Background: an optimization exercise with open tools, aiming at small area and a short achievable clock period. Do not read the settings as production practice.
The RTL was checked by simulation tests, not by an equivalence proof against the original design.
Power is estimated from default activity; no workload was simulated.

File: design/flow/design.v
package regfile_pkg;
  typedef enum logic [1:0] {
    PC_INC   = 2'd0,
    PC_DP    = 2'd1,
    PC_START = 2'd2,
    PC_HOLD  = 2'd3
  } pc_sel_e;
  function automatic int f_aw(input int nregs);
    f_aw = (nregs > 2) ? $clog2(nregs) : 1;
  endfunction
endpackage
module regfile_scoreboard #(
  parameter int NREGS   = 16,
  parameter int AW      = 4,
  parameter bit ZERO_R0 = 1'b1
) (
  input  logic             clk,
  input  logic             rst,
  input  logic             sb_set,
  input  logic [AW-1:0]    sb_addr,
  input  logic             clr_en,
  input  logic [AW-1:0]    clr_addr,
  output logic [NREGS-1:0] busy
);
  logic [NREGS-1:0] busy_d;
  always_comb begin
    for (int r = 0; r < NREGS; r++) begin
      busy_d[r] = (sb_set && (sb_addr == AW'(r))) ||
                  (busy[r] && !(clr_en && (clr_addr == AW'(r))));
      if (ZERO_R0 && (r == 0)) busy_d[r] = 1'b0;
    end
  end
  always_ff @(posedge clk or posedge rst) begin
    if (rst) busy <= '0;
    else     busy <= busy_d;
  end
endmodule
module regfile_mp #(
  parameter int DATA_W   = 32,
  parameter int NREGS    = 16,
  parameter int NWR      = 3,
  parameter int NRD      = 5,
  parameter int PC_W     = 11,
  parameter bit ZERO_R0  = 1'b1,
  parameter bit BYPASS   = 1'b1,
  parameter bit PC_ALIAS = 1'b1,
  localparam int AW      = regfile_pkg::f_aw(NREGS)
) (
  input  logic                  clk,
  input  logic                  rst,
  input  logic [NWR-1:0]        w_en,
  input  logic [NWR*AW-1:0]     w_addr,
  input  logic [NWR*DATA_W-1:0] w_data,
  input  logic [NRD*AW-1:0]     rd_addr,
  output logic [NRD*DATA_W-1:0] rd_data,
  output logic [NRD-1:0]        rd_busy,
  input  logic                  sb_set,
  input  logic [AW-1:0]         sb_addr,
  output logic [NREGS-1:0]      busy,
  input  logic                  load_pc,
  input  logic [1:0]            sel_pc,
  input  logic [PC_W-1:0]       start_pc,
  input  logic [PC_W-1:0]       dp_pc,
  output logic [PC_W-1:0]       pc_out
);
  localparam int NST = NREGS - 2;    
  localparam int PCR = NREGS - 1;    
  logic [DATA_W-1:0] regs [1:NST];
  logic [DATA_W-1:0] nxt  [1:NST];
  logic [NWR-1:0]    wsel [1:NST];
  logic [NST:1]      hold;
  logic              vld;
  logic [PC_W-1:0]   pc_q;
  logic [PC_W-1:0]   pc_d;
  logic [3:0] npl [NWR];
  logic [3:0] nph [NWR];
  logic       nvld;
  for (genvar p = 0; p < NWR; p++) begin : g_pd
    logic [AW-1:0] a, na;
    assign a = w_addr[p*AW +: AW];
    for (genvar b = 0; b < AW; b++) begin : g_inv
      regfile_inv u_i (.a(a[b]), .y(na[b]));
    end
    for (genvar k = 0; k < 4; k++) begin : g_k
      regfile_nand3 u_l (.a(w_en[p]), .b(k[1] ? a[1] : na[1]), .c(k[0] ? a[0] : na[0]),
                         .y(npl[p][k]));
      regfile_nand2 u_h (.a(k[1] ? a[3] : na[3]), .b(k[0] ? a[2] : na[2]), .y(nph[p][k]));
    end
  end
  assign nvld = !vld;
  for (genvar r = 1; r <= NST; r++) begin : g_dec
    logic hit0, hit1, hit2;
    regfile_nor2 u_h0 (.a(npl[0][r%4]), .b(nph[0][r/4]), .y(hit0));
    regfile_nor2 u_h1 (.a(npl[1][r%4]), .b(nph[1][r/4]), .y(hit1));
    regfile_nor2 u_h2 (.a(npl[2][r%4]), .b(nph[2][r/4]), .y(hit2));
    regfile_nor2 u_e2 (.a(npl[2][r%4]), .b(nph[2][r/4]), .y(wsel[r][2]));
    regfile_nor3 u_e1 (.a(npl[1][r%4]), .b(nph[1][r/4]), .c(hit2), .y(wsel[r][1]));
    regfile_nor4 u_e0 (.a(npl[0][r%4]), .b(nph[0][r/4]), .c(hit1), .d(hit2), .y(wsel[r][0]));
    regfile_nor4 u_hd (.a(nvld), .b(hit0), .c(hit1), .d(hit2), .y(hold[r]));
  end
  for (genvar r = 1; r <= NST; r++) begin : g_wr
    for (genvar j = 0; j < DATA_W; j++) begin : g_b
      logic wn, hn;
      regfile_aoi22 u_w (
        .s0(wsel[r][0]), .d0(w_data[0*DATA_W + j]),
        .s1(wsel[r][1]), .d1(w_data[1*DATA_W + j]),
        .y(wn));
      regfile_aoi22 u_h (
        .s0(wsel[r][2]), .d0(w_data[2*DATA_W + j]),
        .s1(hold[r]),    .d1(regs[r][j]),
        .y(hn));
      regfile_nand2 u_n (.a(wn), .b(hn), .y(nxt[r][j]));
    end
  end
  always_ff @(posedge clk) begin
    for (int r = 1; r <= NST; r++) regs[r] <= nxt[r];
  end
  always_ff @(posedge clk or posedge rst) begin
    if (rst) vld <= 1'b0;
    else     vld <= 1'b1;
  end
  for (genvar i = 0; i < NRD; i++) begin : g_rd
    logic [NREGS-1:0] s;
    logic [AW-1:0]    ra;
    assign ra = rd_addr[i*AW +: AW];
    logic [3:0] rpl, rph;
    logic [AW-1:0] nra;
    for (genvar b = 0; b < AW; b++) begin : g_inv
      regfile_inv u_i (.a(ra[b]), .y(nra[b]));
    end
    for (genvar k = 0; k < 4; k++) begin : g_pd
      regfile_nand2 u_l (.a(k[1] ? ra[1] : nra[1]), .b(k[0] ? ra[0] : nra[0]), .y(rpl[k]));
      regfile_nand2 u_h (.a(k[1] ? ra[3] : nra[3]), .b(k[0] ? ra[2] : nra[2]), .y(rph[k]));
    end
    for (genvar r = 0; r < NREGS; r++) begin : g_s
      regfile_nor2 u_s (.a(rpl[r%4]), .b(rph[r/4]), .y(s[r]));
    end
    assign rd_busy[i] = |(s & busy);
    for (genvar j = 0; j < DATA_W; j++) begin : g_b
      logic [6:0] x;
      logic y0, y1;
      for (genvar g = 0; g < 7; g++) begin : g_t
        regfile_aoi22 u_t (.s0(s[2*g+1]), .d0(nxt[2*g+1][j]), .s1(s[2*g+2]), .d1(nxt[2*g+2][j]),
                           .y(x[g]));
      end
      regfile_nand4 u_n0 (.a(x[0]), .b(x[1]), .c(x[2]), .d(x[3]), .y(y0));
      if (j < PC_W) begin : g_pc
        regfile_ao21 u_p (.a1(s[PCR]), .a2(pc_q[j]), .b(y0), .y(y1));
      end else begin : g_nopc
        assign y1 = y0;
      end
      regfile_nand4b u_o (.a_n(y1), .b(x[4]), .c(x[5]), .d(x[6]), .y(rd_data[i*DATA_W + j]));
    end
  end
  regfile_scoreboard #(
    .NREGS   (NREGS),
    .AW      (AW),
    .ZERO_R0 (ZERO_R0)
  ) u_sb (
    .clk      (clk),
    .rst      (rst),
    .sb_set   (sb_set),
    .sb_addr  (sb_addr),
    .clr_en   (w_en[NWR-1]),
    .clr_addr (w_addr[(NWR-1)*AW +: AW]),
    .busy     (busy)
  );
  always_comb begin
    pc_d = pc_q;
    if (load_pc) begin
      case (sel_pc)
        regfile_pkg::PC_INC:   pc_d = pc_q + PC_W'(1);
        regfile_pkg::PC_DP:    pc_d = dp_pc;
        regfile_pkg::PC_START: pc_d = start_pc;
        regfile_pkg::PC_HOLD:  pc_d = pc_q;
        default:  pc_d = pc_q;
      endcase
    end
  end
  always_ff @(posedge clk or posedge rst) begin
    if (rst) pc_q <= '0;
    else     pc_q <= pc_d;
  end
  assign pc_out = pc_q;
endmodule
module regfile_aoi22 (
  input  logic s0, s1, d0, d1,
  output logic y
);
  assign y = ~((s0 & d0) | (s1 & d1));
endmodule
module regfile_ao21 (
  input  logic a1, a2, b,
  output logic y
);
  assign y = (a1 & a2) | b;
endmodule
module regfile_nand4b (
  input  logic a_n, b, c, d,
  output logic y
);
  assign y = ~(~a_n & b & c & d);
endmodule
module regfile_nand4 (
  input  logic a, b, c, d,
  output logic y
);
  assign y = ~(a & b & c & d);
endmodule
module regfile_inv (
  input  logic a,
  output logic y
);
  assign y = ~a;
endmodule
module regfile_nand3 (
  input  logic a, b, c,
  output logic y
);
  assign y = ~(a & b & c);
endmodule
module regfile_nand2 (
  input  logic a, b,
  output logic y
);
  assign y = ~(a & b);
endmodule
module regfile_nor2 (
  input  logic a, b,
  output logic y
);
  assign y = ~(a | b);
endmodule
module regfile_nor3 (
  input  logic a, b, c,
  output logic y
);
  assign y = ~(a | b | c);
endmodule
module regfile_nor4 (
  input  logic a, b, c, d,
  output logic y
);
  assign y = ~(a | b | c | d);
endmodule
File: design/flow/flow/run.sh
#!/bin/bash
# Layout flow: the standard ORFS flow (standard.sh, all steps), with
#  - flow/downsize.tcl run at the start of floorplan (single-strength
#    a22oi cells where synthesis picked the double-strength ones);
#  - port buffers of sky130_fd_sc_hd__buf_1 (every input and output port
#    still gets its own buffer; timing repair resizes them as needed)
#    instead of the default pick, a delay cell;
#  - a clock tree of clkbuf_8 cells in clusters of at most 12 sinks within
#    100 um, without dummy loads.
# make's output goes to standard.log; each ORFS step writes its own log
# under orfs/logs/.
set -euo pipefail
export PRE_FLOORPLAN_TCL="$PWD/flow/downsize.tcl"
export BUFFER_PORTS_ARGS="-buffer_cell sky130_fd_sc_hd__buf_1"
export CTS_ARGS="-sink_clustering_enable -repair_clock_nets -buf_list {sky130_fd_sc_hd__clkbuf_8} -dont_use_dummy_load -sink_clustering_size 12 -sink_clustering_max_diameter 100"
bash standard.sh > standard.log 2>&1
File: design/flow/flow/downsize.tcl
# PRE_FLOORPLAN hook: synthesis maps the and-or-invert gate module to the
# double-strength a22oi_2; use the single-strength cell of the same
# function and pins instead (timing repair later sizes up where needed).
set n 0
set small [[ord::get_db] findMaster sky130_fd_sc_hd__a22oi_1]
foreach inst [[ord::get_db_block] getInsts] {
  if {[[$inst getMaster] getName] eq "sky130_fd_sc_hd__a22oi_2"} {
    $inst swapMaster $small
    incr n
  }
}
puts "downsize.tcl: a22oi_2 -> a22oi_1 on $n instances"
File: design/flow/standard.sh
#!/bin/bash
# synth_recipe.tcl (not shown) runs the flow's synth.tcl, then flattens the netlist and writes it again
# the make line also repeats each setting of config.mk as NAME=value (left out here)
make -C /OpenROAD-flow-scripts/flow DESIGN_CONFIG=/design/flow/config.mk WORK_HOME=/design/flow/orfs CLKGATE_MAP_FILE= SYNTH_SCRIPT=/design/flow/synth_recipe.tcl "${@:-finish}"
File: design/flow/config.mk
export PLATFORM = sky130hd
export DESIGN_NAME = regfile_mp
export DESIGN_NICKNAME = regfile_mp
export VERILOG_FILES = /design/flow/design.v
export SDC_FILE = /design/flow/constraint.sdc
export NUM_CORES = 8
export LEC_CHECK = 0
export CAP_MARGIN = 20
export CORE_MARGIN = 2
export CORE_UTILIZATION = 40
export PLACE_DENSITY = 0.55
export SETUP_SLACK_MARGIN = 4.4
export SLEW_MARGIN = 20
export SYNTH_HIERARCHICAL = 1
export SYNTH_MINIMUM_KEEP_SIZE = 0
File: design/flow/constraint.sdc
create_clock -name core_clock -period 12.0 [get_ports {clk}]
set_input_delay 2.4000 -clock core_clock [delete_from_list [all_inputs] [get_ports {clk}]]
set_output_delay 2.4000 -clock core_clock [all_outputs]
set_load 0.01 [all_outputs]
==> run_summary.xml, run 1 <==
<?xml version="1.0" encoding="UTF-8"?>
<metrics>
  <group name="critical_path">
    <metric name="cp.buffers_inverters" unit="">4</metric>
    <metric name="setup.worst_path.start_class" unit="">input port</metric>
    <metric name="crit_arrival" unit="ns">5.25</metric>
    <metric name="critPathMaxFanout" unit="">32</metric>
    <metric name="criticalPathCategory" unit="">input port to primary output</metric>
    <metric name="r2r_setup_slack" unit="ns">9.86</metric>
    <metric name="reg2regPathDepth" unit="">5</metric>
    <metric name="cpMaxStageDelayCell" unit="">nand4b_1</metric>
    <metric name="required_time_of_the_worst_setup_path" unit="ns">9.60</metric>
    <metric name="worst_r2r_endpoint" unit="">pc_q[10]</metric>
    <metric name="path_cells" unit="">buf_1 -&gt; inv_1 -&gt; nand2_2 -&gt; nor2_4 -&gt; nor4_4 -&gt; clkbuf_8 -&gt; a22oi_1 -&gt; nand2_1 -&gt; a22oi_1 -&gt; nand4_1 -&gt; nand4b_1 -&gt; buf_1</metric>
    <metric name="critical-path-top-delay-family" unit="">simple AND/OR/NAND/NOR gates</metric>
    <metric name="slowest_delay" unit="ns">0.44</metric>
    <metric name="r2r-start" unit="">pc_q[0]</metric>
    <metric name="worstSetupEndpointType" unit="">primary output</metric>
  </group>
  <group name="pwr">
    <metric name="power.total" unit="mW">3.755</metric>
    <metric name="static-leakage-power" unit="nW">13.13</metric>
    <metric name="power.density" unit="nW/µm²">99.56</metric>
    <metric name="max-vdd-ir-drop" unit="µV">71.18</metric>
  </group>
  <group name="cts">
    <metric name="ctsRootBufferMaster" unit="">clkbuf_8</metric>
    <metric name="worst_skew_pair.late_latency" unit="ns">0.75</metric>
    <metric name="cts-htree-levels" unit="">2</metric>
    <metric name="cts_inserted_buffers" unit="">45</metric>
    <metric name="holdBufCountCts" unit="">0</metric>
    <metric name="cts.path.max_buffers" unit="">3</metric>
    <metric name="tritoncts" unit="">yes</metric>
    <metric name="path_clk_slew" unit="ns">0.09</metric>
    <metric name="cts.sink_count" unit="">475</metric>
  </group>
  <group name="cells_and_area">
    <metric name="post_route_cells_drive_above_1_share" unit="">0.08901</metric>
    <metric name="nNetsFinal" unit="">4483</metric>
    <metric name="instances_no_fill" unit="">5377</metric>
    <metric name="fin_util" unit="">0.4782</metric>
    <metric name="design_area" unit="µm²">37710</metric>
    <metric name="layout.filler_cells" unit="">7932</metric>
  </group>
  <group name="floorplan">
    <metric name="boundaryPins" unit="">355</metric>
    <metric name="coreArea" unit="µm²">78870</metric>
    <metric name="start_util" unit="">0.4035</metric>
    <metric name="die_w" unit="µm">286.1</metric>
    <metric name="design.die.area" unit="µm²">81840</metric>
    <metric name="die_height" unit="µm">286.1</metric>
    <metric name="rows" unit="">103</metric>
  </group>
  <group name="placement">
    <metric name="dp_hpwl" unit="µm">120400</metric>
    <metric name="portBuffers" unit="">353</metric>
    <metric name="postPlaceCellArea" unit="µm²">36440</metric>
    <metric name="gp_routability_congestion" unit="">0.9652</metric>
    <metric name="placed_cells" unit="">5300</metric>
  </group>
  <group name="sta">
    <metric name="timing.setup.tns" unit="ns">0</metric>
    <metric name="setup_viol" unit="">0</metric>
    <metric name="max_slew_margin" unit="">0.2259</metric>
    <metric name="grt_setup_unrepaired" unit="">true</metric>
    <metric name="max_slew.worst_pin.slew" unit="ns">1.158</metric>
    <metric name="final_min_period_over_clock_period" unit="">0.6374</metric>
    <metric name="final_hold_viol_count" unit="">0</metric>
    <metric name="slew_viol_final" unit="">0</metric>
    <metric name="max_freq" unit="MHz">130.7</metric>
    <metric name="finalCriticalPeriod" unit="ns">7.649</metric>
    <metric name="timing.clock.skew" unit="ns">0.05302</metric>
  </group>
  <group name="logic_synthesis">
    <metric name="synthesis.instances" unit="">3764</metric>
    <metric name="synth_net_count" unit="">3931</metric>
    <metric name="yosys_warnings" unit="">14</metric>
  </group>
  <group name="hold_path">
    <metric name="hold_depth" unit="">2</metric>
    <metric name="timing.hold.worst.start" unit="">regs[7][25]</metric>
    <metric name="hold_path_end" unit="">regs[7][25]</metric>
    <metric name="holdCritPathClass" unit="">flop to flop</metric>
  </group>
  <group name="routing">
    <metric name="drc_errors" unit="">0</metric>
    <metric name="drt_iter0_markers" unit="">9970</metric>
    <metric name="avgViaCountPerCell" unit="">8.550</metric>
    <metric name="post_drt_wl_per_cell" unit="µm">42.80</metric>
    <metric name="route.final.wire_length" unit="µm">230100</metric>
    <metric name="antenna_left" unit="">0</metric>
    <metric name="total_number_of_vias" unit="">45970</metric>
    <metric name="drt-pass1-iter-count" unit="">12</metric>
  </group>
  <group name="grt">
    <metric name="first_global_vias" unit="">42400</metric>
    <metric name="antenna_found_initial" unit="">11</metric>
    <metric name="first_pass_grt_wire_length" unit="µm">318400</metric>
    <metric name="gr-total-overflow" unit="">0</metric>
    <metric name="grt_start_max_net_pins" unit="">34</metric>
    <metric name="grt_util_all_layers" unit="">0.5348</metric>
  </group>
  <group name="run_status">
    <metric name="outcome" unit="">no timing/DRC/antenna violations</metric>
  </group>
  <group name="job">
    <metric name="max-cap-violations" unit="">0</metric>
  </group>
</metrics>
[flip-flops by register name (all words and copies together), names as in the netlist]
| name | cells |
|---|---|
| pc_q | 11 |
| vld | 1 |
| regs | 448 |
| u_sb.busy | 15 |
[cell type report]
class / count / area [µm²] / area share
clock buffers: 45 / 619.3 / 0.01642
multi-input cells: 3245 / 23280 / 0.6173
well taps: 1050 / 1314 / 0.03484
diodes: 13 / 32.53 / 0.0008626
flip-flops and latches: 475 / 9644 / 0.2557
inverters: 38 / 142.6 / 0.003782
repair buffers: 511 / 2680 / 0.07107
[metrics by stage]
step	worst slack [ns]	hold slack, ns
after floorplan	4.521	0.5103
after detailed placement	3.888	0.5426
after CTS	4.408	0.5649
after global routing	4.360	0.5951
after global placement	3.938	0.5318
final	4.351	0.5663
[where the power goes]
group          switching (mW)  internal (mW)  total [mW]
clock                   0.658          0.334       0.992
combinational           0.763          0.224       0.987
sequential             0.0923           1.68        1.78
total                    1.51           2.24        3.75
[how the worst max path moves through the flow]
stage / start / endpoint / cells after the start
CTS: w_addr[8] / rd_data[97] / 13
finish: w_addr[7] / rd_data[150] / 12
floorplan: w_addr[1] / rd_data[100] / 9
global placement: w_en[2] / rd_data[97] / 12
detailed placement: w_addr[10] / rd_data[76] / 11
global route: w_addr[5] / rd_data[150] / 12
[timing repair]
action | 4_1_cts | 5_1_grt
setup buffers | 2 | 15
hold endpoints to repair | 0 | 0
resized for setup | 51 | 69
gates cloned | 0 | 1
setup endpoints to repair | 160 | 160
pin swaps | 2 | 11
[worst min-delay path, cell delays in order, from the launching register on]
cell     delay (ns)
dfxtp_1        0.32
a22oi_1        0.05
nand2_1        0.15
[placed cells by master, fill, tap and decap left out, types with 5 or more instances in the layout]
master / count
a21o_1: 55
a21oi_1: 10
a221oi_1: 25
a22o_1: 20
a22oi_1: 2019
buf_1: 347
buf_4: 131
buf_6: 18
buf_8: 5
clkbuf_2: 5
clkbuf_8: 46
dfrtp_1: 27
dfxtp_1: 448
diode_2: 13
inv_1: 36
nand2_1: 498
nand2_2: 7
nand2b_1: 6
nand3_4: 12
nand4_1: 167
nand4b_1: 160
nor2_1: 41
nor2_2: 8
nor2_4: 96
nor3_4: 14
nor4_4: 28
o21ai_0: 29
o21ai_1: 6
[layer usage]
metal | GRT usage | part of all wire | up-vias
li1 | - | - | 17480
met1 | 0.6410 | 0.33 | 21350
met2 | 0.7169 | 0.38 | 5293
met3 | 0.2785 | 0.18 | 1842
met4 | 0.3974 | 0.10 | 8
met5 | 0.01744 | 0.00033 | -
==> inputs of run 2 (changes only) <==
--- a/design/flow/design.v
+++ b/design/flow/design.v
@@ -139,15 +139,21 @@
     for (genvar j = 0; j < DATA_W; j++) begin : g_b
-      logic [6:0] x;
-      logic y0, y1;
-      for (genvar g = 0; g < 7; g++) begin : g_t
-        regfile_aoi22 u_t (.s0(s[2*g+1]), .d0(nxt[2*g+1][j]), .s1(s[2*g+2]), .d1(nxt[2*g+2][j]),
-                           .y(x[g]));
+      logic x0, x1, x2, x3, x4, a4;
+      regfile_aoi222 u_g0 (.s0(s[1]), .d0(nxt[1][j]), .s1(s[2]), .d1(nxt[2][j]),
+                           .s2(s[3]), .d2(nxt[3][j]), .y(x0));
+      regfile_aoi222 u_g1 (.s0(s[4]), .d0(nxt[4][j]), .s1(s[5]), .d1(nxt[5][j]),
+                           .s2(s[6]), .d2(nxt[6][j]), .y(x1));
+      regfile_aoi222 u_g2 (.s0(s[7]), .d0(nxt[7][j]), .s1(s[8]), .d1(nxt[8][j]),
+                           .s2(s[9]), .d2(nxt[9][j]), .y(x2));
+      regfile_aoi222 u_g3 (.s0(s[10]), .d0(nxt[10][j]), .s1(s[11]), .d1(nxt[11][j]),
+                           .s2(s[12]), .d2(nxt[12][j]), .y(x3));
+      if (j < PC_W) begin : g_pc
+        regfile_aoi222 u_g4 (.s0(s[13]), .d0(nxt[13][j]), .s1(s[14]), .d1(nxt[14][j]),
+                             .s2(s[PCR]), .d2(pc_q[j]), .y(x4));
+        regfile_and4 u_a (.a(x0), .b(x1), .c(x2), .d(x3), .y(a4));
+        regfile_nand2 u_o (.a(a4), .b(x4), .y(rd_data[i*DATA_W + j]));
+      end else begin : g_nopc
+        regfile_nand4 u_a (.a(x0), .b(x1), .c(x2), .d(x3), .y(a4));
+        regfile_ao221 u_o (.a1(s[13]), .a2(nxt[13][j]), .b1(s[14]), .b2(nxt[14][j]),
+                           .c(a4), .y(rd_data[i*DATA_W + j]));
       end
-      regfile_nand4 u_n0 (.a(x[0]), .b(x[1]), .c(x[2]), .d(x[3]), .y(y0));
-      if (j < PC_W) begin : g_pc
-        regfile_ao21 u_p (.a1(s[PCR]), .a2(pc_q[j]), .b(y0), .y(y1));
-      end else begin : g_nopc
-        assign y1 = y0;
-      end
-      regfile_nand4b u_o (.a_n(y1), .b(x[4]), .c(x[5]), .d(x[6]), .y(rd_data[i*DATA_W + j]));
     end
@@ -191,13 +197,19 @@
 endmodule
-module regfile_ao21 (
-  input  logic a1, a2, b,
-  output logic y
-);
-  assign y = (a1 & a2) | b;
-endmodule
-module regfile_nand4b (
-  input  logic a_n, b, c, d,
-  output logic y
-);
-  assign y = ~(~a_n & b & c & d);
+module regfile_aoi222 (
+  input  logic s0, s1, s2, d0, d1, d2,
+  output logic y
+);
+  assign y = ~((s0 & d0) | (s1 & d1) | (s2 & d2));
+endmodule
+module regfile_ao221 (
+  input  logic a1, a2, b1, b2, c,
+  output logic y
+);
+  assign y = (a1 & a2) | (b1 & b2) | c;
+endmodule
+module regfile_and4 (
+  input  logic a, b, c, d,
+  output logic y
+);
+  assign y = a & b & c & d;
 endmodule
--- a/design/flow/flow/run.sh
+++ b/design/flow/flow/run.sh
@@ -7,3 +7,3 @@
 #    instead of the default pick, a delay cell;
-#  - a clock tree of clkbuf_8 cells in clusters of at most 12 sinks within
+#  - a clock tree of clkbuf_8 cells in clusters of at most 10 sinks within
 #    100 um, without dummy loads.
@@ -14,3 +14,3 @@
 export BUFFER_PORTS_ARGS="-buffer_cell sky130_fd_sc_hd__buf_1"
-export CTS_ARGS="-sink_clustering_enable -repair_clock_nets -buf_list {sky130_fd_sc_hd__clkbuf_8} -dont_use_dummy_load -sink_clustering_size 12 -sink_clustering_max_diameter 100"
+export CTS_ARGS="-sink_clustering_enable -repair_clock_nets -buf_list {sky130_fd_sc_hd__clkbuf_8} -dont_use_dummy_load -sink_clustering_size 10 -sink_clustering_max_diameter 100"
 bash standard.sh > standard.log 2>&1
--- a/design/flow/config.mk
+++ b/design/flow/config.mk
@@ -9,4 +9,4 @@
 export CORE_MARGIN = 2
-export CORE_UTILIZATION = 40
-export PLACE_DENSITY = 0.55
+export CORE_UTILIZATION = 30
+export PLACE_DENSITY = 0.45
 export SETUP_SLACK_MARGIN = 4.4
==> run 2 against run 1 <==
Via count fell by 3.2%. Die area up 25%. Clock power grew 9.9%. Still clean. Register-to-register slack worse by 0.09 ns. Largest power group unchanged.
==> run_summary.xml, run 2 <==
<?xml version="1.0" encoding="UTF-8"?>
<metrics>
  <group name="run_status">
    <metric name="outcome" unit="">no timing/DRC/antenna violations</metric>
  </group>
  <group name="critical_path">
    <metric name="cpMaxStageDelayCell" unit="">nor2_4</metric>
    <metric name="criticalPathCategory" unit="">input port to primary output</metric>
    <metric name="critPathMaxFanout" unit="">19</metric>
    <metric name="setup.worst_path.start_class" unit="">input port</metric>
    <metric name="required_time_of_the_worst_setup_path" unit="ns">9.60</metric>
    <metric name="setup.worst_path.start" unit="">rd_addr[1]</metric>
    <metric name="slowest_delay" unit="ns">0.97</metric>
    <metric name="reg2regPathDepth" unit="">7</metric>
    <metric name="path_cells" unit="">buf_1 -&gt; nand2_1 -&gt; nor2_4 -&gt; buf_4 -&gt; a222oi_1 -&gt; and4_1 -&gt; nand2_1 -&gt; buf_1</metric>
    <metric name="crit_arrival" unit="ns">5.38</metric>
    <metric name="r2r-start" unit="">vld</metric>
    <metric name="worstSetupEndpointType" unit="">primary output</metric>
  </group>
  <group name="sta">
    <metric name="final_min_period_over_clock_period" unit="">0.6480</metric>
    <metric name="grt_setup_unrepaired" unit="">true</metric>
    <metric name="setup_viol" unit="">0</metric>
    <metric name="timing.clock.skew" unit="ns">0.03637</metric>
    <metric name="finalCriticalPeriod" unit="ns">7.776</metric>
    <metric name="max_slew.worst_pin.slew" unit="ns">1.296</metric>
    <metric name="slew_viol_final" unit="">0</metric>
    <metric name="timing.setup.tns" unit="ns">0</metric>
    <metric name="max_slew_margin" unit="">0.1341</metric>
    <metric name="final_hold_viol_count" unit="">0</metric>
    <metric name="max_freq" unit="MHz">128.6</metric>
  </group>
  <group name="floorplan">
    <metric name="rows" unit="">115</metric>
    <metric name="die_w" unit="µm">320.0</metric>
    <metric name="die_height" unit="µm">320.0</metric>
    <metric name="design.die.area" unit="µm²">102400</metric>
    <metric name="start_util" unit="">0.3035</metric>
    <metric name="boundaryPins" unit="">355</metric>
    <metric name="coreArea" unit="µm²">98710</metric>
  </group>
  <group name="cts">
    <metric name="tritoncts" unit="">yes</metric>
    <metric name="ctsRootBufferMaster" unit="">clkbuf_8</metric>
    <metric name="cts.path.max_buffers" unit="">3</metric>
    <metric name="cts_inserted_buffers" unit="">54</metric>
    <metric name="holdBufCountCts" unit="">0</metric>
    <metric name="path_clk_slew" unit="ns">0.08</metric>
    <metric name="cts.sink_count" unit="">475</metric>
    <metric name="cts-htree-levels" unit="">2</metric>
    <metric name="worst_skew_pair.late_latency" unit="ns">0.76</metric>
  </group>
  <group name="logic_synthesis">
    <metric name="synth_net_count" unit="">3451</metric>
    <metric name="synthesis.instances" unit="">3284</metric>
    <metric name="yosys_warnings" unit="">14</metric>
  </group>
  <group name="routing">
    <metric name="total_number_of_vias" unit="">44520</metric>
    <metric name="drt-pass1-iter-count" unit="">29</metric>
    <metric name="antenna_left" unit="">0</metric>
    <metric name="post_drt_wl_per_cell" unit="µm">48.73</metric>
    <metric name="avgViaCountPerCell" unit="">8.623</metric>
    <metric name="route.final.wire_length" unit="µm">251600</metric>
    <metric name="drc_errors" unit="">0</metric>
    <metric name="drt_iter0_markers" unit="">12630</metric>
  </group>
  <group name="cells_and_area">
    <metric name="final_common_cell" unit="">a22oi_1</metric>
    <metric name="fin_util" unit="">0.3724</metric>
    <metric name="max_ffs_per_register" unit="">448</metric>
    <metric name="post_route_cells_drive_above_1_share" unit="">0.1210</metric>
    <metric name="registers.top_by_ff_count" unit="">regs</metric>
    <metric name="biggestRegsByFlops" unit="">regs (448), u_sb.busy (15), pc_q (11)</metric>
    <metric name="final_cell_mix" unit="">a22oi_1, a222oi_1, nand2_1, dfxtp_1, buf_1</metric>
    <metric name="nNetsFinal" unit="">4030</metric>
  </group>
  <group name="pwr">
    <metric name="pwr-share-clk" unit="">0.280</metric>
    <metric name="power_spent_charging_and_discharging_nets" unit="mW">1.591</metric>
    <metric name="internal_power" unit="mW">2.317</metric>
    <metric name="p_sw_frac" unit="">0.4071</metric>
    <metric name="power.density" unit="nW/µm²">106.3</metric>
    <metric name="static-leakage-power" unit="nW">12.52</metric>
    <metric name="combPwrFrac" unit="">0.266</metric>
    <metric name="max-vdd-ir-drop" unit="µV">78.50</metric>
    <metric name="power.total" unit="mW">3.909</metric>
    <metric name="p_seq_frac" unit="">0.454</metric>
  </group>
  <group name="hold_path">
    <metric name="hold_depth" unit="">2</metric>
    <metric name="holdCritPathClass" unit="">flop to flop</metric>
    <metric name="timing.hold.worst.start" unit="">regs[7][16]</metric>
  </group>
  <group name="grt">
    <metric name="grt_start_max_net_pins" unit="">34</metric>
    <metric name="first_pass_grt_wire_length" unit="µm">335800</metric>
    <metric name="grt_util_all_layers" unit="">0.4624</metric>
    <metric name="gr-total-overflow" unit="">0</metric>
    <metric name="first_global_vias" unit="">40210</metric>
    <metric name="antenna_found_initial" unit="">15</metric>
  </group>
  <group name="placement">
    <metric name="gp_routability_congestion" unit="">0.9758</metric>
    <metric name="portBuffers" unit="">353</metric>
    <metric name="dp_hpwl" unit="µm">139000</metric>
  </group>
  <group name="job">
    <metric name="max-cap-violations" unit="">0</metric>
  </group>
</metrics>
run 2: through the flow:
stage | hold WS [ns] | area, µm² | std cells | setup WS (ns)
finish | 0.5334 | 36760 | 5163 | 4.224
global route | 0.5572 | 36730 | 5149 | 4.354
CTS | 0.5607 | 36220 | 5131 | 4.367
detailed placement | 0.5414 | 34900 | 5061 | 3.601
global placement | 0.5337 | 34900 | 5061 | 3.639
floorplan | 0.5038 | 29960 | 3284 | 4.519
run 2: worst max-delay path: cells and delay by family:
family	cells	cell delay [ns]
AO/OA/AOI/OAI	1	0.21
buffers and inverters	3	1.04
AND/OR/NAND/NOR	4	1.71
run 2: per-layer routing:
layer | vias to the layer above | part of all wire | track usage
met3 | 1446 | 0.18 | 0.2365
met5 | - | 0.00087 | 0.005201
met2 | 5152 | 0.38 | 0.6249
li1 | 16630 | - | -
met1 | 21280 | 0.36 | 0.5788
met4 | 16 | 0.085 | 0.2732
run 2: area by class of cell:
class	count	area (µm²)
fillers	10170	61950
repair buffers	528	2924
well taps	1287	1610
clock buffers	54	743.2
diodes	15	37.54
multi-input cells	2766	21660
flip-flops and latches	475	9644
inverters	38	145.1
run 2: path summary, 6_finish.rpt:
kind                                endpoint  slack (ns)
worst max register to register  regs[13][19]        9.77
min in group asynchronous       u_sb.busy[8]        1.69
worst max-delay path              rd_data[6]        4.22
max in group asynchronous            pc_q[6]        9.65
worst min register to register   regs[7][16]        0.53
worst min-delay path             regs[7][16]        0.53
run 2: what timing repair did:
action / 4_1_cts / 5_1_grt
buffers inserted: 15 / 17
setup endpoints to repair: 160 / 154
cloned: 1 / 0
gates resized for setup: 117 / 131
pin swaps: 21 / 33
run 2: power by group through the flow:
| stage | Sequential [mW] | Combinational [mW] | Clock (mW) |
|---|---|---|---|
| floorplan | 1.78 | 0.427 | 0 |
| global placement | 1.80 | 0.934 | 0 |
| detailed placement | 1.80 | 0.935 | 0 |
| CTS | 1.77 | 0.953 | 1.08 |
| global route | 1.78 | 1.05 | 1.13 |
| finish | 1.77 | 1.04 | 1.09 |
==> inputs of run 3 (changes only) <==
--- a/design/flow/config.mk
+++ b/design/flow/config.mk
@@ -8,2 +8,3 @@
 export CAP_MARGIN = 20
+export CELL_PAD_IN_SITES_DETAIL_PLACEMENT = 1
 export CORE_MARGIN = 2
==> run 3 against run 2 <==
Still clean on timing, DRC and antenna. Cell area grew 0.93%. Cell count grew 0.12%. Count of clock-buffer cells in the layout is the same. Clock skew grew 0.016 ns. Clock power is essentially flat. Via count grew 1.5%. Register-to-register slack lost 0.10 ns. Maximum frequency is essentially flat. Flip-flop and latch count is the same. Hold slack gained 0.0010 ns. Critical path depth grew 3. Critical endpoint is now rd_data[103].
==> run_summary.xml, run 3 <==
<?xml version="1.0" encoding="UTF-8"?>
<metrics>
  <group name="run_status">
    <metric name="outcome" unit="">no timing/DRC/antenna violations</metric>
  </group>
  <group name="logic_synthesis">
    <metric name="yosys_warnings" unit="">14</metric>
    <metric name="synth_net_count" unit="">3451</metric>
    <metric name="synthesis.instances" unit="">3284</metric>
  </group>
  <group name="grt">
    <metric name="grt_util_all_layers" unit="">0.4725</metric>
    <metric name="first_pass_grt_wire_length" unit="µm">344700</metric>
    <metric name="first_global_vias" unit="">42140</metric>
    <metric name="gr-total-overflow" unit="">0</metric>
    <metric name="grt_start_max_net_pins" unit="">34</metric>
    <metric name="antenna_found_initial" unit="">11</metric>
  </group>
  <group name="critical_path">
    <metric name="crit_arrival" unit="ns">5.38</metric>
    <metric name="critPathMaxFanout" unit="">22</metric>
    <metric name="worstSetupEndpointType" unit="">primary output</metric>
    <metric name="required_time_of_the_worst_setup_path" unit="ns">9.60</metric>
    <metric name="criticalPathCategory" unit="">input port to primary output</metric>
    <metric name="setup.worst_path.start_class" unit="">input port</metric>
  </group>
  <group name="cells_and_area">
    <metric name="nNetsFinal" unit="">4045</metric>
    <metric name="max_ffs_per_register" unit="">448</metric>
    <metric name="post_route_cells_drive_above_1_share" unit="">0.1326</metric>
    <metric name="instances_no_fill" unit="">5169</metric>
    <metric name="final_cell_mix" unit="">a22oi_1, a222oi_1, nand2_1, dfxtp_1, buf_1</metric>
    <metric name="design_area" unit="µm²">37100</metric>
    <metric name="registers.top_by_ff_count" unit="">regs</metric>
    <metric name="biggestRegsByFlops" unit="">regs (448), u_sb.busy (15), pc_q (11)</metric>
    <metric name="final_common_cell" unit="">a22oi_1</metric>
    <metric name="fin_util" unit="">0.3759</metric>
    <metric name="layout.filler_cells" unit="">11380</metric>
  </group>
  <group name="pwr">
    <metric name="power.total" unit="mW">3.937</metric>
    <metric name="power.density" unit="nW/µm²">106.1</metric>
    <metric name="max-vdd-ir-drop" unit="µV">82.69</metric>
    <metric name="static-leakage-power" unit="nW">12.65</metric>
  </group>
  <group name="hold_path">
    <metric name="holdCritPathClass" unit="">flop to flop</metric>
  </group>
  <group name="placement">
    <metric name="portBuffers" unit="">353</metric>
    <metric name="dp_hpwl" unit="µm">142600</metric>
    <metric name="postPlaceCellArea" unit="µm²">34900</metric>
    <metric name="gp_routability_congestion" unit="">0.9758</metric>
    <metric name="placed_cells" unit="">5061</metric>
  </group>
  <group name="cts">
    <metric name="cts.sink_count" unit="">475</metric>
    <metric name="ctsRootBufferMaster" unit="">clkbuf_8</metric>
    <metric name="worst_skew_pair.late_latency" unit="ns">0.79</metric>
    <metric name="cts.path.max_buffers" unit="">3</metric>
    <metric name="path_clk_slew" unit="ns">0.09</metric>
    <metric name="cts-htree-levels" unit="">2</metric>
    <metric name="cts_inserted_buffers" unit="">54</metric>
    <metric name="tritoncts" unit="">yes</metric>
  </group>
  <group name="sta">
    <metric name="final_hold_viol_count" unit="">0</metric>
    <metric name="grt_setup_unrepaired" unit="">true</metric>
    <metric name="max_slew_margin" unit="">0.08733</metric>
    <metric name="finalCriticalPeriod" unit="ns">7.779</metric>
    <metric name="slew_viol_final" unit="">0</metric>
    <metric name="max_freq" unit="MHz">128.6</metric>
    <metric name="timing.setup.tns" unit="ns">0</metric>
    <metric name="timing.clock.skew" unit="ns">0.05205</metric>
    <metric name="max_slew.worst_pin.slew" unit="ns">1.366</metric>
    <metric name="setup_viol" unit="">0</metric>
    <metric name="final_min_period_over_clock_period" unit="">0.6482</metric>
  </group>
  <group name="floorplan">
    <metric name="die_height" unit="µm">320.0</metric>
    <metric name="die_w" unit="µm">320.0</metric>
    <metric name="start_util" unit="">0.3035</metric>
    <metric name="boundaryPins" unit="">355</metric>
    <metric name="rows" unit="">115</metric>
    <metric name="coreArea" unit="µm²">98710</metric>
    <metric name="design.die.area" unit="µm²">102400</metric>
  </group>
  <group name="routing">
    <metric name="antenna_left" unit="">0</metric>
    <metric name="post_drt_wl_per_cell" unit="µm">49.69</metric>
    <metric name="route.final.wire_length" unit="µm">256900</metric>
    <metric name="total_number_of_vias" unit="">45180</metric>
    <metric name="drt-pass1-iter-count" unit="">21</metric>
    <metric name="avgViaCountPerCell" unit="">8.741</metric>
    <metric name="drt_iter0_markers" unit="">12090</metric>
    <metric name="drc_errors" unit="">0</metric>
  </group>
  <group name="job">
    <metric name="max-cap-violations" unit="">0</metric>
  </group>
</metrics>
[run 3: through the flow]
step / hold slack, ns / worst slack, ns
6_report: 0.5345 / 4.221
2_1_floorplan: 0.5038 / 4.519
5_1_grt: 0.5552 / 4.351
4_1_cts: 0.5670 / 4.391
3_5_place_dp: 0.5470 / 3.582
3_3_place_gp: 0.5337 / 3.639
[run 3: area by class of cell]
cell class	instances	area [µm²]	area share
Antenna cell	6	15.01	0.0004047
Sequential cell	475	9644	0.2599
Timing Repair Buffer	543	3144	0.08475
Tap cell	1287	1610	0.04340
Clock buffer	54	743.2	0.02003
Multi-Input combinational cell	2766	21800	0.5875
Inverter	38	147.6	0.003979
[run 3: power breakdown]
part           internal [mW]  total [mW]  switching [mW]
clock network          0.397        1.10           0.703
logic                  0.244        1.06           0.818
registers               1.68        1.77          0.0917
[run 3: critical path, cell delays in order]
cell and delay (ns):
clkbuf_4 0.24, nand2_8 0.13, nor2_4 0.20, nor3_4 0.06, buf_8 0.21, buf_6 0.23, a22oi_1 0.21, nand2_2 0.14
a222oi_1 0.94, nand2_2 0.36, buf_6 0.23
[run 3: layer usage]
layer | part of all wire | track usage | routed length, µm
met3 | 0.18 | 0.2440 | 45520
met5 | 0.0011 | 0.01844 | 288
met2 | 0.38 | 0.6413 | 97640
met1 | 0.36 | 0.5860 | 92360
met4 | 0.082 | 0.2813 | 21060
[run 3: final timing paths]
kind	from	endpoint	slack, ns	cells after the start
max	w_addr[10]	rd_data[103]	4.22	11
min	regs[8][30]	regs[8][30]	0.53	2
max reg2reg	vld	regs[13][19]	9.67	7
min reg2reg	regs[8][30]	regs[8][30]	0.53	2
max in group asynchronous	rst	pc_q[1]	9.61	2
min in group asynchronous	rst	u_sb.busy[6]	1.70	2
[run 3: what timing repair did]
item / CTS / global route
endpoints found under the setup margin: 160 / 146
hold buffers: 0 / 0
setup buffers: 15 / 31
gates cloned: 1 / 1
endpoints found under the hold margin: 0 / 0
pin swaps: 19 / 45
resized for setup: 121 / 179
==> inputs of run 4 (changes only) <==
--- a/design/flow/config.mk
+++ b/design/flow/config.mk
@@ -10,3 +10,3 @@
 export CORE_MARGIN = 2
-export CORE_UTILIZATION = 30
+export CORE_UTILIZATION = 35
 export PLACE_DENSITY = 0.45
==> run 4 against run 3 <==
Setup slack worse by 0.0097 ns. Critical path type unchanged. Highest routed layer unchanged. Register-to-register slack improved by 0.11 ns. Global-route usage grew 11 points. Clock skew is 0.0079 ns lower. Hold slack lost 0.0038 ns. Largest cell class unchanged. Sequential share of layout area is 0.45 points higher.
==> run_summary.xml, run 4 <==
<?xml version="1.0" encoding="UTF-8"?>
<metrics>
  <group name="run_status">
    <metric name="outcome" unit="">no timing/DRC/antenna violations</metric>
  </group>
  <group name="routing">
    <metric name="route.final.wire_length" unit="µm">267400</metric>
    <metric name="drt-pass1-iter-count" unit="">20</metric>
    <metric name="avgViaCountPerCell" unit="">9.390</metric>
    <metric name="antenna_left" unit="">0</metric>
    <metric name="drt_iter0_markers" unit="">14940</metric>
    <metric name="drc_errors" unit="">0</metric>
    <metric name="post_drt_wl_per_cell" unit="µm">53.27</metric>
    <metric name="total_number_of_vias" unit="">47140</metric>
  </group>
  <group name="placement">
    <metric name="dp_hpwl" unit="µm">134800</metric>
    <metric name="postPlaceCellArea" unit="µm²">34670</metric>
    <metric name="portBuffers" unit="">353</metric>
    <metric name="gp_routability_congestion" unit="">0.9773</metric>
  </group>
  <group name="grt">
    <metric name="first_global_vias" unit="">44020</metric>
    <metric name="first_pass_grt_wire_length" unit="µm">356600</metric>
    <metric name="gr-total-overflow" unit="">0</metric>
    <metric name="grt_start_max_net_pins" unit="">34</metric>
    <metric name="grt_util_all_layers" unit="">0.5795</metric>
    <metric name="antenna_found_initial" unit="">17</metric>
  </group>
  <group name="logic_synthesis">
    <metric name="yosys_warnings" unit="">14</metric>
    <metric name="synth_net_count" unit="">3451</metric>
    <metric name="synthesis.instances" unit="">3284</metric>
  </group>
  <group name="hold_path">
    <metric name="hold_depth" unit="">2</metric>
    <metric name="timing.hold.worst.start" unit="">regs[7][23]</metric>
    <metric name="holdCritPathClass" unit="">flop to flop</metric>
    <metric name="hold_path_end" unit="">regs[7][23]</metric>
  </group>
  <group name="critical_path">
    <metric name="slowest_delay" unit="ns">0.54</metric>
    <metric name="worstSetupEndpointType" unit="">primary output</metric>
    <metric name="reg2regPathDepth" unit="">6</metric>
    <metric name="cp.buffers_inverters" unit="">4</metric>
    <metric name="crit_path_frequent_cell" unit="">buf_1</metric>
    <metric name="criticalPathCategory" unit="">input port to primary output</metric>
    <metric name="setup.worst_path.start_class" unit="">input port</metric>
    <metric name="r2r-start" unit="">vld</metric>
    <metric name="worst_r2r_endpoint" unit="">regs[13][7]</metric>
    <metric name="r2r_setup_slack" unit="ns">9.78</metric>
    <metric name="crit_arrival" unit="ns">5.39</metric>
    <metric name="critical-path-top-delay-family" unit="">compound AO/OA/AOI/OAI gates</metric>
    <metric name="path_cells" unit="">buf_1 -&gt; inv_1 -&gt; nand3_4 -&gt; nor2_1 -&gt; nor4_4 -&gt; buf_8 -&gt; a22oi_1 -&gt; nand2_2 -&gt; a222oi_1 -&gt; nand4_1 -&gt; a221o_1 -&gt; buf_1</metric>
    <metric name="required_time_of_the_worst_setup_path" unit="ns">9.60</metric>
    <metric name="critPathMaxFanout" unit="">32</metric>
    <metric name="cpMaxStageDelayCell" unit="">a222oi_1</metric>
  </group>
  <group name="sta">
    <metric name="timing.clock.skew" unit="ns">0.04417</metric>
    <metric name="timing.setup.tns" unit="ns">0</metric>
    <metric name="setup_viol" unit="">0</metric>
    <metric name="final_hold_viol_count" unit="">0</metric>
    <metric name="grt_setup_unrepaired" unit="">true</metric>
    <metric name="max_freq" unit="MHz">128.4</metric>
    <metric name="max_slew_margin" unit="">0.1424</metric>
    <metric name="final_min_period_over_clock_period" unit="">0.6491</metric>
    <metric name="finalCriticalPeriod" unit="ns">7.789</metric>
    <metric name="max_slew.worst_pin.slew" unit="ns">1.285</metric>
    <metric name="slew_viol_final" unit="">0</metric>
  </group>
  <group name="cells_and_area">
    <metric name="post_route_cells_drive_above_1_share" unit="">0.1158</metric>
    <metric name="final_common_cell" unit="">a22oi_1</metric>
    <metric name="final_cell_mix" unit="">a22oi_1, a222oi_1, nand2_1, dfxtp_1, buf_1</metric>
    <metric name="nNetsFinal" unit="">4013</metric>
    <metric name="layout.filler_cells" unit="">9860</metric>
    <metric name="max_ffs_per_register" unit="">448</metric>
    <metric name="design_area" unit="µm²">36470</metric>
    <metric name="registers.top_by_ff_count" unit="">regs</metric>
    <metric name="biggestRegsByFlops" unit="">regs (448), u_sb.busy (15), pc_q (11)</metric>
  </group>
  <group name="cts">
    <metric name="holdBufCountCts" unit="">0</metric>
    <metric name="tritoncts" unit="">yes</metric>
    <metric name="cts.path.max_buffers" unit="">3</metric>
    <metric name="ctsRootBufferMaster" unit="">clkbuf_8</metric>
    <metric name="path_clk_slew" unit="ns">0.09</metric>
    <metric name="worst_skew_pair.late_latency" unit="ns">0.76</metric>
    <metric name="cts_inserted_buffers" unit="">53</metric>
    <metric name="cts-htree-levels" unit="">2</metric>
    <metric name="cts.sink_count" unit="">475</metric>
  </group>
  <group name="floorplan">
    <metric name="boundaryPins" unit="">355</metric>
    <metric name="start_util" unit="">0.3524</metric>
    <metric name="die_w" unit="µm">296.6</metric>
    <metric name="coreArea" unit="µm²">85010</metric>
    <metric name="rows" unit="">107</metric>
    <metric name="design.die.area" unit="µm²">87940</metric>
    <metric name="die_height" unit="µm">296.6</metric>
  </group>
  <group name="pwr">
    <metric name="max-vdd-ir-drop" unit="µV">76.30</metric>
    <metric name="power.density" unit="nW/µm²">107.7</metric>
    <metric name="static-leakage-power" unit="nW">12.42</metric>
  </group>
  <group name="job">
    <metric name="max-cap-violations" unit="">0</metric>
  </group>
</metrics>
[run 4: layout make-up]
class,count,area [µm²],area share
tap,1144,1431,0.03925
inverter,38,146.4,0.004014
clock buffer,53,729.5,0.02000
multi-input combinational,2765,21630,0.5931
antenna,32,80.08,0.002196
sequential,475,9644,0.2644
timing repair buffer,513,2806,0.07695
[run 4: through the flow]
stage          instances    util  setup WS (ns)  hold slack, ns  total power [mW]
2_1_floorplan       3284       -          4.519          0.5038             2.206
3_3_place_gp        4908  0.4077          3.841          0.5182             2.717
3_5_place_dp        4909  0.4078          3.724          0.5374             2.751
4_1_cts             4962  0.4216          4.350          0.5580             3.787
5_1_grt             4997  0.4283          4.342          0.5678             3.945
6_report            5020  0.4290          4.211          0.5307             3.928
[run 4: how the worst max path moves through the flow]
stage	endpoint	slack, ns	start	cells after the start
global route	rd_data[153]	4.34	w_addr[3]	12
CTS	rd_data[87]	4.35	w_addr[9]	12
detailed placement	rd_data[87]	3.72	w_en[2]	11
global placement	rd_data[83]	3.84	w_en[2]	11
floorplan	rd_data[0]	4.52	w_addr[0]	8
finish	rd_data[53]	4.21	w_addr[1]	12
[run 4: timing repair]
item	in CTS	in global routing
pin swaps	4	28
buffers inserted	0	26
resized for setup	113	110
hold endpoints to repair	0	0
endpoints found under the setup margin	160	144
[run 4: worst min-delay path, cell delays in order, from the launching register on]
cell and delay, ns:
dfxtp_1 0.33, a22oi_2 0.05, nand2_2 0.11
[run 4: power by group]
group / internal [mW] / leakage, nW / total (mW) / switching (mW)
clock network: 0.390 / 0.381 / 1.09 / 0.695
registers: 1.68 / 3.98 / 1.78 / 0.0954
logic: 0.235 / 8.06 / 1.06 / 0.829
[run 4: metal layers]
metal  GRT usage  vias up  share of wire
li1            -    16580              -
met1      0.6856    22690           0.34
met2      0.7336     5914           0.37
met3      0.3535     1929           0.19
met4      0.4499       27           0.10
met5     0.06763        -         0.0024

## port drivers added, routing unchanged
In the flow no input, the clock included, has a driving cell. The finished layouts below were timed again as built, in two steps. Step 1, drivers: a clkbuf_16 drives clk and a buf_2 each remaining input, both assumed. Step 2 also shifts input and output timing later by t, the mid clock arrival at the registers, as if the neighbouring blocks saw the same clock. a / b / c = ideal / step 1 / step 2; a / b = the first two.
| run | t, ns | setup WS [ns] | hold WS [ns] | latest minus earliest clock arrival (ns) | worst register clock-pin slew, ns |
|---|---|---|---|---|---|
| run 1 | 0.782 | 4.351 / 4.322 / 4.322 | 0.566 / 0.566 / 0.566 | 0.077 / 0.078 | 0.12 / 0.12 |
| run 2 | 0.820 | 4.224 / 4.199 / 4.199 | 0.533 / 0.533 / 0.533 | 0.068 / 0.067 | 0.10 / 0.10 |
| run 3 | 0.831 | 4.221 / 4.180 / 4.180 | 0.534 / 0.534 / 0.534 | 0.083 / 0.083 | 0.10 / 0.10 |
| run 4 | 0.799 | 4.211 / 4.188 / 4.188 | 0.531 / 0.531 / 0.531 | 0.087 / 0.087 | 0.10 / 0.10 |
After both steps every run listed still meets setup and hold. The setup slack of run 3, which loses most, moves by -0.041 ns with the drivers and by -0.041 ns with both steps.
